Context: an optimization exercise on an open-source flow, tuned for small area, a short achievable clock period and few clock cycles. The choices shown serve that exercise and are no tape-out recipe.
Only simulation tests tie the RTL to the original design; equivalence was not proved.
Power is estimated from default activity; no workload was simulated.

$ cat run.sh
#!/bin/bash
# synth_recipe.tcl (not shown) runs the flow's synth.tcl, then flattens the netlist and writes it again
# the make line also repeats each setting of config.mk as NAME=value (left out here)
make -C /OpenROAD-flow-scripts/flow DESIGN_CONFIG=/design/flow/config.mk WORK_HOME=/design/flow/orfs CLKGATE_MAP_FILE= SYNTH_SCRIPT=/design/flow/synth_recipe.tcl finish
$ cat config.mk
export PLATFORM = sky130hd
export DESIGN_NAME = ordered_ring_list_engine
export DESIGN_NICKNAME = ordered_ring_list_engine
export VERILOG_FILES = /design/flow/design.v
export SDC_FILE = /design/flow/constraint.sdc
export NUM_CORES = 4
export LEC_CHECK = 0
export CAP_MARGIN = 20
export CORE_MARGIN = 2
export CORE_UTILIZATION = 40
export SLEW_MARGIN = 20
$ cat constraint.sdc
create_clock -name core_clock -period 5.5 [get_ports {i_clk}]
set_input_delay 1.1000 -clock core_clock [delete_from_list [all_inputs] [get_ports {i_clk}]]
set_output_delay 1.1000 -clock core_clock [all_outputs]
set_load 0.01 [all_outputs]
$ cat design.v
`timescale 1ns / 1ps
`default_nettype none
package orle_pkg;
    localparam int KIND_W = 3;
    localparam int VAL_W  = 32;
    localparam int IDX_W  = 5;
    localparam int CNT_W  = 5;
    localparam int ELEM_W = 32;
    localparam logic [KIND_W-1:0] KIND_APPEND  = 3'd0;
    localparam logic [KIND_W-1:0] KIND_GET     = 3'd1;
    localparam logic [KIND_W-1:0] KIND_DELETE  = 3'd2;
    localparam logic [KIND_W-1:0] KIND_ROTATE  = 3'd3;
    localparam logic [KIND_W-1:0] KIND_READALL = 3'd4;
    localparam logic [KIND_W-1:0] KIND_CLEAR   = 3'd5;
    localparam logic [1:0] ST_OK       = 2'd0;
    localparam logic [1:0] ST_NOTFOUND = 2'd1;
    localparam logic [1:0] ST_EMPTY    = 2'd2;
    localparam logic [1:0] ST_FULL     = 2'd3;
endpackage
`default_nettype wire
`timescale 1ns / 1ps
`default_nettype none
module orle_alu #(
    parameter int W = 5
) (
    input  wire logic [W-1:0] i_a,
    input  wire logic [W-1:0] i_b,
    output logic [W-1:0]      o_diff,
    output logic              o_ge
);
    logic [W:0] w_sub;
    assign w_sub  = {1'b0, i_a} - {1'b0, i_b};
    assign o_diff = w_sub[W-1:0];
    assign o_ge   = ~w_sub[W];
endmodule
`default_nettype wire
`timescale 1ns / 1ps
`default_nettype none
module orle_ram #(
    parameter int WIDTH = 32,
    parameter int DEPTH = 16
) (
    input  wire logic                     i_clk,
    input  wire logic                     i_we,
    input  wire logic [$clog2(DEPTH)-1:0] i_waddr,
    input  wire logic [WIDTH-1:0]         i_wdata,
    input  wire logic [$clog2(DEPTH)-1:0] i_raddr,
    output logic [WIDTH-1:0]              o_rdata
);
    logic [WIDTH-1:0] r_mem [DEPTH];
    logic [WIDTH-1:0] r_q;
    always_ff @(posedge i_clk) begin
        if (i_we) begin
            r_mem[i_waddr] <= i_wdata;
        end
        r_q <= r_mem[i_raddr];
    end
    assign o_rdata = r_q;
endmodule
`default_nettype wire
`timescale 1ns / 1ps
`default_nettype none
module orle_core (
    input  wire logic        i_clk,
    input  wire logic        i_rst_n,
    input  wire logic        i_in_valid,
    output logic             o_in_ready,
    input  wire logic [2:0]  i_in_kind,
    input  wire logic [31:0] i_in_value,
    input  wire logic [4:0]  i_in_index,
    output logic             o_out_valid,
    input  wire logic        i_out_ready,
    output logic [31:0]      o_out_element,
    output logic [1:0]       o_out_status,
    output logic [4:0]       o_out_count,
    output logic             o_out_last
);
    localparam logic [1:0] S_RUN  = 2'd0;   
    localparam logic [1:0] S_RA   = 2'd1;   
    localparam logic [1:0] S_MOVE = 2'd2;   
    logic        r_qv;
    logic [2:0]  r_qkind;
    logic [31:0] r_qval;
    logic [4:0]  r_qidx;
    logic [31:0] r_mem [16];
    logic [3:0]  r_head;
    logic [4:0]  r_cnt;
    logic [1:0]  r_st;
    logic [3:0]  r_rslot;    
    logic [3:0]  r_mw;       
    logic [3:0]  r_mend;     
    logic        r_mdn;      
    logic        r_ov;
    logic [31:0] r_oelem;
    logic [1:0]  r_ost;
    logic [4:0]  r_ocnt;
    logic        r_olast;
    logic        w_free, w_exec, w_empty, w_full;
    logic [3:0]  w_tail, w_wslot, w_raddr, w_getslot;
    logic [31:0] w_rd, w_wdata;
    logic        w_we;
    logic [15:0] w_valid, w_match, w_mhi, w_msel;
    logic        w_found;
    logic [3:0]  w_fs, w_p;
    logic [3:0]  w_g, w_pos;
    assign w_free  = !r_ov || i_out_ready;
    assign w_exec  = r_qv && (r_st == S_RUN) && w_free;
    assign w_empty = (r_cnt == 5'd0);
    assign w_full  = r_cnt[4];
    assign w_tail  = r_head + r_cnt[3:0] - 4'd1;
    assign o_in_ready = !r_qv || w_exec;
    always_comb begin
        logic [5:0] t;
        logic [4:0] r;
        t = {r_qidx[4], r_qidx} + {1'b0, r_cnt};
        if (!r_qidx[4])      w_g = r_qidx[3:0];
        else if (t[5])       w_g = 4'd0;
        else                 w_g = t[3:0];
        r = {1'b0, w_g};
        for (int k = 3; k >= 0; k--) begin
            if ({4'd0, r} >= ({4'd0, r_cnt} << k)) r = r - 5'(r_cnt << k);
        end
        w_pos = r[3:0];
    end
    assign w_getslot = r_head + w_pos;
    always_comb begin
        logic [4:0] e;
        e = {1'b0, r_head} + r_cnt;
        for (int s = 0; s < 16; s++) begin
            if (e[4]) w_valid[s] = (4'(s) >= r_head) || (4'(s) < e[3:0]);
            else      w_valid[s] = (4'(s) >= r_head) && (4'(s) < e[3:0]);
            w_match[s] = w_valid[s] && (r_mem[s] == r_qval);
            w_mhi[s]   = w_match[s] && (4'(s) >= r_head);
        end
        w_found = |w_match;
        w_msel  = (|w_mhi) ? w_mhi : w_match;
        w_fs    = 4'd0;
        for (int s = 15; s >= 0; s--) begin
            if (w_msel[s]) w_fs = 4'(s);
        end
        w_p = w_fs - r_head;
    end
    always_comb begin
        if (r_st == S_MOVE)      w_raddr = r_mdn ? (r_mw - 4'd1) : (r_mw + 4'd1);
        else if (r_st == S_RA)   w_raddr = r_rslot;
        else if (r_qkind == orle_pkg::KIND_GET) w_raddr = w_getslot;
        else                     w_raddr = r_head;
    end
    assign w_rd = r_mem[w_raddr];
    always_comb begin
        w_we    = 1'b0;
        w_wslot = r_head + r_cnt[3:0];
        w_wdata = w_rd;
        if (r_st == S_MOVE) begin
            w_we    = 1'b1;
            w_wslot = r_mw;
        end else if (w_exec && r_qkind == orle_pkg::KIND_APPEND && !w_full) begin
            w_we    = 1'b1;
            w_wdata = r_qval;
        end else if (w_exec && r_qkind == orle_pkg::KIND_ROTATE && !w_empty) begin
            w_we    = 1'b1;
        end
    end
    always_ff @(posedge i_clk) begin
        for (int s = 0; s < 16; s++) begin
            if (w_we && w_wslot == 4'(s)) r_mem[s] <= w_wdata;
        end
    end
    always_ff @(posedge i_clk) begin
        if (o_in_ready && i_in_valid) begin
            r_qkind <= i_in_kind;
            r_qval  <= i_in_value;
            r_qidx  <= i_in_index;
        end
        if (!i_rst_n) begin
            r_qv <= 1'b0;
        end else if (o_in_ready) begin
            r_qv <= i_in_valid;
        end
    end
    always_ff @(posedge i_clk) begin
        logic       ld;
        logic [31:0] el;
        logic [1:0]  stat;
        logic [4:0]  cn;
        logic        la;
        ld   = 1'b0;
        el   = 32'd0;
        stat = orle_pkg::ST_OK;
        cn   = r_cnt;
        la   = 1'b1;
        if (!i_rst_n) begin
            r_st   <= S_RUN;
            r_head <= 4'd0;
            r_cnt  <= 5'd0;
            r_ov   <= 1'b0;
        end else begin
            if (r_st == S_MOVE) begin
                r_mw <= w_raddr;
                if (w_raddr == r_mend) r_st <= S_RUN;
            end else if (r_st == S_RA) begin
                if (w_free) begin
                    ld = 1'b1;
                    el = w_rd;
                    la = (r_rslot == w_tail);
                    r_rslot <= r_rslot + 4'd1;
                    if (la) r_st <= S_RUN;
                end
            end else if (w_exec) begin
                ld = 1'b1;
                case (r_qkind)
                    orle_pkg::KIND_APPEND: begin
                        if (w_full) begin
                            stat = orle_pkg::ST_FULL;
                        end else begin
                            cn    = r_cnt + 5'd1;
                            r_cnt <= cn;
                        end
                    end
                    orle_pkg::KIND_GET: begin
                        if (w_empty) stat = orle_pkg::ST_EMPTY;
                        else         el   = w_rd;
                    end
                    orle_pkg::KIND_DELETE: begin
                        if (w_empty) begin
                            stat = orle_pkg::ST_EMPTY;
                        end else if (!w_found) begin
                            stat = orle_pkg::ST_NOTFOUND;
                        end else begin
                            cn    = r_cnt - 5'd1;
                            r_cnt <= cn;
                            r_mw  <= w_fs;
                            if ({w_p, 1'b0} < r_cnt) begin
                                r_head <= r_head + 4'd1;
                                r_mend <= r_head;
                                r_mdn  <= 1'b1;
                                if (w_p != 4'd0) r_st <= S_MOVE;
                            end else begin
                                r_mend <= w_tail;
                                r_mdn  <= 1'b0;
                                if (w_fs != w_tail) r_st <= S_MOVE;
                            end
                        end
                    end
                    orle_pkg::KIND_ROTATE: begin
                        if (w_empty) stat = orle_pkg::ST_EMPTY;
                        else         r_head <= r_head + 4'd1;
                    end
                    orle_pkg::KIND_READALL: begin
                        if (w_empty) begin
                            stat = orle_pkg::ST_EMPTY;
                        end else begin
                            el = w_rd;
                            la = (r_cnt == 5'd1);
                            r_rslot <= r_head + 4'd1;
                            if (!la) r_st <= S_RA;
                        end
                    end
                    orle_pkg::KIND_CLEAR: begin
                        cn    = 5'd0;
                        r_cnt <= 5'd0;
                    end
                    default: begin
                    end
                endcase
            end
            if (ld)               r_ov <= 1'b1;
            else if (i_out_ready) r_ov <= 1'b0;
        end
        if (ld) begin
            r_oelem <= el;
            r_ost   <= stat;
            r_ocnt  <= cn;
            r_olast <= la;
        end
    end
    assign o_out_valid   = r_ov;
    assign o_out_element = r_oelem;
    assign o_out_status  = r_ost;
    assign o_out_count   = r_ocnt;
    assign o_out_last    = r_olast;
endmodule
`default_nettype wire
`timescale 1ns / 1ps
`default_nettype none
module ordered_ring_list_engine (
    input  wire logic        i_clk,
    input  wire logic        i_rst_n,
    input  wire logic        i_in_valid,
    output logic             o_in_ready,
    input  wire logic [2:0]  i_in_kind,
    input  wire logic [31:0] i_in_value,
    input  wire logic [4:0]  i_in_index,
    output logic             o_out_valid,
    input  wire logic        i_out_ready,
    output logic [31:0]      o_out_element,
    output logic [1:0]       o_out_status,
    output logic [4:0]       o_out_count,
    output logic             o_out_last
);
    orle_core u_core (
        .i_clk        (i_clk),
        .i_rst_n      (i_rst_n),
        .i_in_valid   (i_in_valid),
        .o_in_ready   (o_in_ready),
        .i_in_kind    (i_in_kind),
        .i_in_value   (i_in_value),
        .i_in_index   (i_in_index),
        .o_out_valid  (o_out_valid),
        .i_out_ready  (i_out_ready),
        .o_out_element(o_out_element),
        .o_out_status (o_out_status),
        .o_out_count  (o_out_count),
        .o_out_last   (o_out_last)
    );
endmodule
`default_nettype wire
==> results.txt <==
[worst max-delay path, delay by kind of cell (launching register included)]
family          cells  cell delay, ns
xor+xnor            1            0.16
simple gates        4            0.41
buf+inv             8            1.09
flops               1            0.38
compound gates     20            3.70
fa+ha+maj           7            1.93
mux                 2            0.56
[cells by family (layout without fill, tap and decap cells)]
family	count (synthesis)	in the layout	synth area share
xor+xnor	547	547	0.141
compound gates	678	679	0.134
mux	36	36	0.0115
fa+ha+maj	55	55	0.0218
flops	618	618	0.541
simple gates	860	860	0.121
other cells	0	2	0
buf+inv	222	1418	0.0298
[timing repair]
item	in CTS	in global routing
gates cloned	11	0
gates resized for setup	132	44
setup endpoints to repair	555	555
setup buffers	58	15
pin swaps	76	30
[report_power, final]
part	leakage, nW	internal, mW	switching (mW)
Combinational	11.9	2.59	3.53
Sequential	5.59	6.11	0.0873
Clock	1.19	2.93	2.09
[sequential cells by signal, indices dropped and copies added (netlist names)]
register / flops
u_core.r_mem: 512
u_core.r_oelem: 32
u_core.r_qval: 32
u_core.r_cnt: 5
u_core.r_ocnt: 5
u_core.r_qidx: 5
u_core.r_head: 4
u_core.r_mend: 4
u_core.r_mw: 4
u_core.r_rslot: 4
u_core.r_qkind: 3
u_core.r_ost: 2
u_core.r_st: 2
u_core.r_mdn: 1
u_core.r_olast: 1
u_core.r_ov: 1
u_core.r_qv: 1
[cell usage after synthesis, types with 16 or more instances]
cell                       count
sky130_fd_sc_hd__a211oi_1     18
sky130_fd_sc_hd__o211ai_1     24
sky130_fd_sc_hd__nand4_1      99
sky130_fd_sc_hd__edfxtp_1    605
sky130_fd_sc_hd__nor2b_1      19
sky130_fd_sc_hd__a21oi_1     223
sky130_fd_sc_hd__nor3_1       43
sky130_fd_sc_hd__clkbuf_1     88
sky130_fd_sc_hd__a22oi_1      40
sky130_fd_sc_hd__buf_2        53
sky130_fd_sc_hd__a31oi_1      18
sky130_fd_sc_hd__o31ai_1      20
sky130_fd_sc_hd__nand3_1      41
sky130_fd_sc_hd__nor2_1      181
sky130_fd_sc_hd__mux2i_1      22
sky130_fd_sc_hd__xnor2_1     281
sky130_fd_sc_hd__a222oi_1     16
sky130_fd_sc_hd__o21ai_0     113
sky130_fd_sc_hd__buf_1        23
sky130_fd_sc_hd__nor4_1       90
sky130_fd_sc_hd__nand2_1     313
sky130_fd_sc_hd__a221oi_1     16
sky130_fd_sc_hd__inv_1        36
sky130_fd_sc_hd__xor2_1      266
sky130_fd_sc_hd__o22ai_1      16
sky130_fd_sc_hd__a21o_1       25
sky130_fd_sc_hd__ha_1         45
[how the worst max path moves through the flow]
stage | cells past startpoint | startpoint | slack (ns) | endpoint
global placement | 40 | u_core.r_qidx[1]$_DFFE_PP_ | -3.32 | u_core.r_mem[12][30]$_DFFE_PP_
CTS | 41 | u_core.r_qidx[1]$_DFFE_PP_ | -2.99 | u_core.r_mem[6][27]$_DFFE_PP_
floorplan | 42 | u_core.r_qidx[1]$_DFFE_PP_ | -2.55 | u_core.r_mem[0][14]$_DFFE_PP_
global route | 43 | u_core.r_qidx[1]$_DFFE_PP_ | -3.40 | u_core.r_mem[9][31]$_DFFE_PP_
detailed placement | 40 | u_core.r_qidx[1]$_DFFE_PP_ | -3.48 | u_core.r_mem[12][30]$_DFFE_PP_
finish | 42 | u_core.r_qidx[0]$_DFFE_PP_ | -2.98 | u_core.r_mem[12][30]$_DFFE_PP_
[per-layer routing]
| layer | track usage | vias to the layer above | wire (um) |
|---|---|---|---|
| met5 | 0 | - | 23 |
| met4 | 0.310 | 4 | 17000 |
| met3 | 0.0955 | 609 | 19600 |
| met2 | 0.615 | 2332 | 77700 |
| met1 | 0.499 | 15900 | 65100 |
| li1 | - | 13600 | - |
[final cells by class]
| cell class | count | area (um^2) |
|---|---|---|
| inverters | 38 | 149 |
| diodes | 2 | 5.00 |
| flip-flops and latches | 618 | 18400 |
| repair buffers | 1246 | 10800 |
| well taps | 1144 | 1430 |
| fillers | 7068 | 35800 |
| clock buffers | 82 | 1860 |
| clock inverters | 52 | 579 |
| multi-input cells | 2177 | 15600 |
[stage by stage]
stage | util | cells | total power, mW | worst slack [ns]
6_report | 0.577 | 5359 | 17.3 | -2.98
5_1_grt | 0.577 | 5358 | 17.7 | -3.40
4_1_cts | 0.574 | 5345 | 17.0 | -2.99
3_5_place_dp | 0.531 | 5146 | 11.4 | -3.48
3_3_place_gp | 0.531 | 5145 | 11.3 | -3.32
2_1_floorplan | - | 3016 | 8.54 | -2.55
==> results.txt <==
The run finished, with violations left. In this run the layout check failures are negative setup slack. The total routing usage reported by global routing came out at 0.405.

The CTS tree is yes. The final hold slack came out at 0.497 ns. After synthesis, the cell types taking the most area are sky130_fd_sc_hd__edfxtp_1, sky130_fd_sc_hd__xnor2_1, sky130_fd_sc_hd__xor2_1, sky130_fd_sc_hd__nand2_1, sky130_fd_sc_hd__a21oi_1.

The number of nets at the end of the flow is 4,251. The depth of the CTS H-tree is 3. Dividing the detail-routed via count by the number of cells gives 6.05.

The synthesized design spends more area on one cell type than any other, namely sky130_fd_sc_hd__edfxtp_1. Summing every instance area after synthesis gives 34,100 um^2. Leaving out fill and tap cells, the most frequent cell in the layout is sky130_fd_sc_hd__buf_4.

The end of the worst hold path is u_core.r_st[0]$_SDFFE_PN0P_. The die is 296 um wide. Detailed placement ended at an HPWL of 133,000 um. The overall overflow remaining after global route is 0. The final estimated routing congestion in global placement is 1.10. The iteration count of the initial detailed-routing pass came out at 6. Setup repair after global routing could not meet its margin everywhere.

The kind of end point of the critical path is a register. The endpoint of the lowest-slack register-to-register path is u_core.r_mem[12][30]$_DFFE_PP_. The maximum vdd drop is 299 uV. The die covers 87,500 um^2. The number of ports placed on the die boundary came out at 86. The library cells used most frequently in the layout, excluding fill and tap cells, are sky130_fd_sc_hd__buf_4, sky130_fd_sc_hd__edfxtp_1, sky130_fd_sc_hd__nand2_1, sky130_fd_sc_hd__xnor2_1, sky130_fd_sc_hd__xor2_1. The number of global-route vias before repair is 31,700.

After detailed routing, the total wire length is 179,000 um. The startpoint identified for the worst hold timing path is u_core.r_st[0]$_SDFFE_PN0P_. The largest incremental delay on the critical path came out at 0.44 ns. The type of the worst min-delay path is reg -> reg. The largest fanout on the critical path is 8. The worst-case register-to-register setup slack is -2.98 ns. The total of hold buffers inserted after clock tree synthesis came out at 0. The data required time at the worst endpoint is 5.90 ns. The cell area after layout is 48,900 um^2. Dividing the synthesized area by the synthesized cell count gives 11.3 um^2. The worst reg2reg path depth came out at 42. The share of post-route cells with drive strength above 1 came out at 0.345. In the synthesized netlist the dominant register cell turns out to be sky130_fd_sc_hd__edfxtp_1. Adding up every negative setup slack in the final design gives -1582.22 ns. The leakage power is 18.7 nW. The clock input transition at the sequential cells of the worst setup and hold paths came out at 0.06 ns.

The ratio of final minimum period to clock period is 1.54. The worst hold path was traced through 2 stages. The number of design rule violations left after detail routing is 0. The dominant cell type by count on the critical path is sky130_fd_sc_hd__a21o_1. The cell area reported after detailed placement is 45,000 um^2.

The number of endpoints with negative hold slack in the final report came out at 0. Among all stages on the critical path, the largest delay is contributed by sky130_fd_sc_hd__fa_2. Between clock sinks in the finished design, the worst skew comes to 0.0272 ns. The number of placement rows is 107. The area added between synthesis and finish is 43.6%. The count of clock tree sinks came out at 618. The critical path is of the reg -> reg type. The tool flagged a number of max-cap violations equal to 0. The highest attainable clock frequency came out at 118 MHz. The net count after synthesis came out at 3,113. For this run, the register share of the synthesized area comes to 0.541. The number of clock buffers inserted by TritonCTS is 73. The endpoint arrival time on the critical path came out at 8.88 ns. The area of the core region came out at 84,700 um^2. The routed layout has 32,400 vias. The residual antenna-violating net count after detailed routing is 0.

The number of port buffers came out at 85. The share of synthesized area in the top cell type comes to 0.533. The worst setup path is launched from a register. The number of enable flip-flop cells after synthesis came out at 605. The die height is 296 um. The first-pass GRT wire length came out at 245,000 um.

The async set or reset register ratio after synthesis is 0. The startpoint identified for the worst register-to-register timing path is u_core.r_qidx[0]$_DFFE_PP_. The time the final worst path needs with I/O delays and setup came out at 8.48 ns. The largest buffer count on any clock path is 3. The per-cell routed wire length is 33.5 um. For this design the ratio of total power to cell area is 354 nW/um^2.

The clock latency reported for the late side of the worst-skew pair is 0.64 ns. The count of final setup violators came out at 555. The register bit total from synthesis is 618.

The starting utilization of the core area came out at 0.402. The number of antenna violations at the first check in global routing was 4. The count of routing violations after the opening detailed-route iteration came out at 4,593. CTS placed an instance of sky130_fd_sc_hd__clkbuf_16 at the clock tree root.

The Yosys warning count came out at 2. The synthesized instance count is 3,016. The slew at the pin with the worst max-slew slack came out at 1.29 ns. Headroom to the max-slew limit came out at 0.135. The slack of the critical path is -2.98 ns. The final number of max-transition violations came out at 0.

The distinct cell type count after synthesis is 101. Entering global routing, the biggest net connects 40 pins.
Testbench counts, summed over its fixed seeds: cycles 23,237.

[re-timing with driven ports]
Ports are ideal in the flow. The routed layout listed here was re-timed in OpenROAD.
Step 1 assumes that a clkbuf_16 drives the clock port and a buf_2 every other input.
Step 2 moves the port delays by t, midway between the first and last clock arrival at a register: inputs arrive t later, outputs are due t later. That takes back most of the time a late clock gives input paths.
Slacks: no drivers / after step 1 / after step 2; pairs: no drivers / after step 1.
shift t [ns]: 0.710
setup WS [ns]: -2.976 / -2.976 / -2.976
cell pins on the clock port's net: 1
For this run, drivers alone change the setup slack by 0.000 ns; drivers and shift together by 0.000 ns.
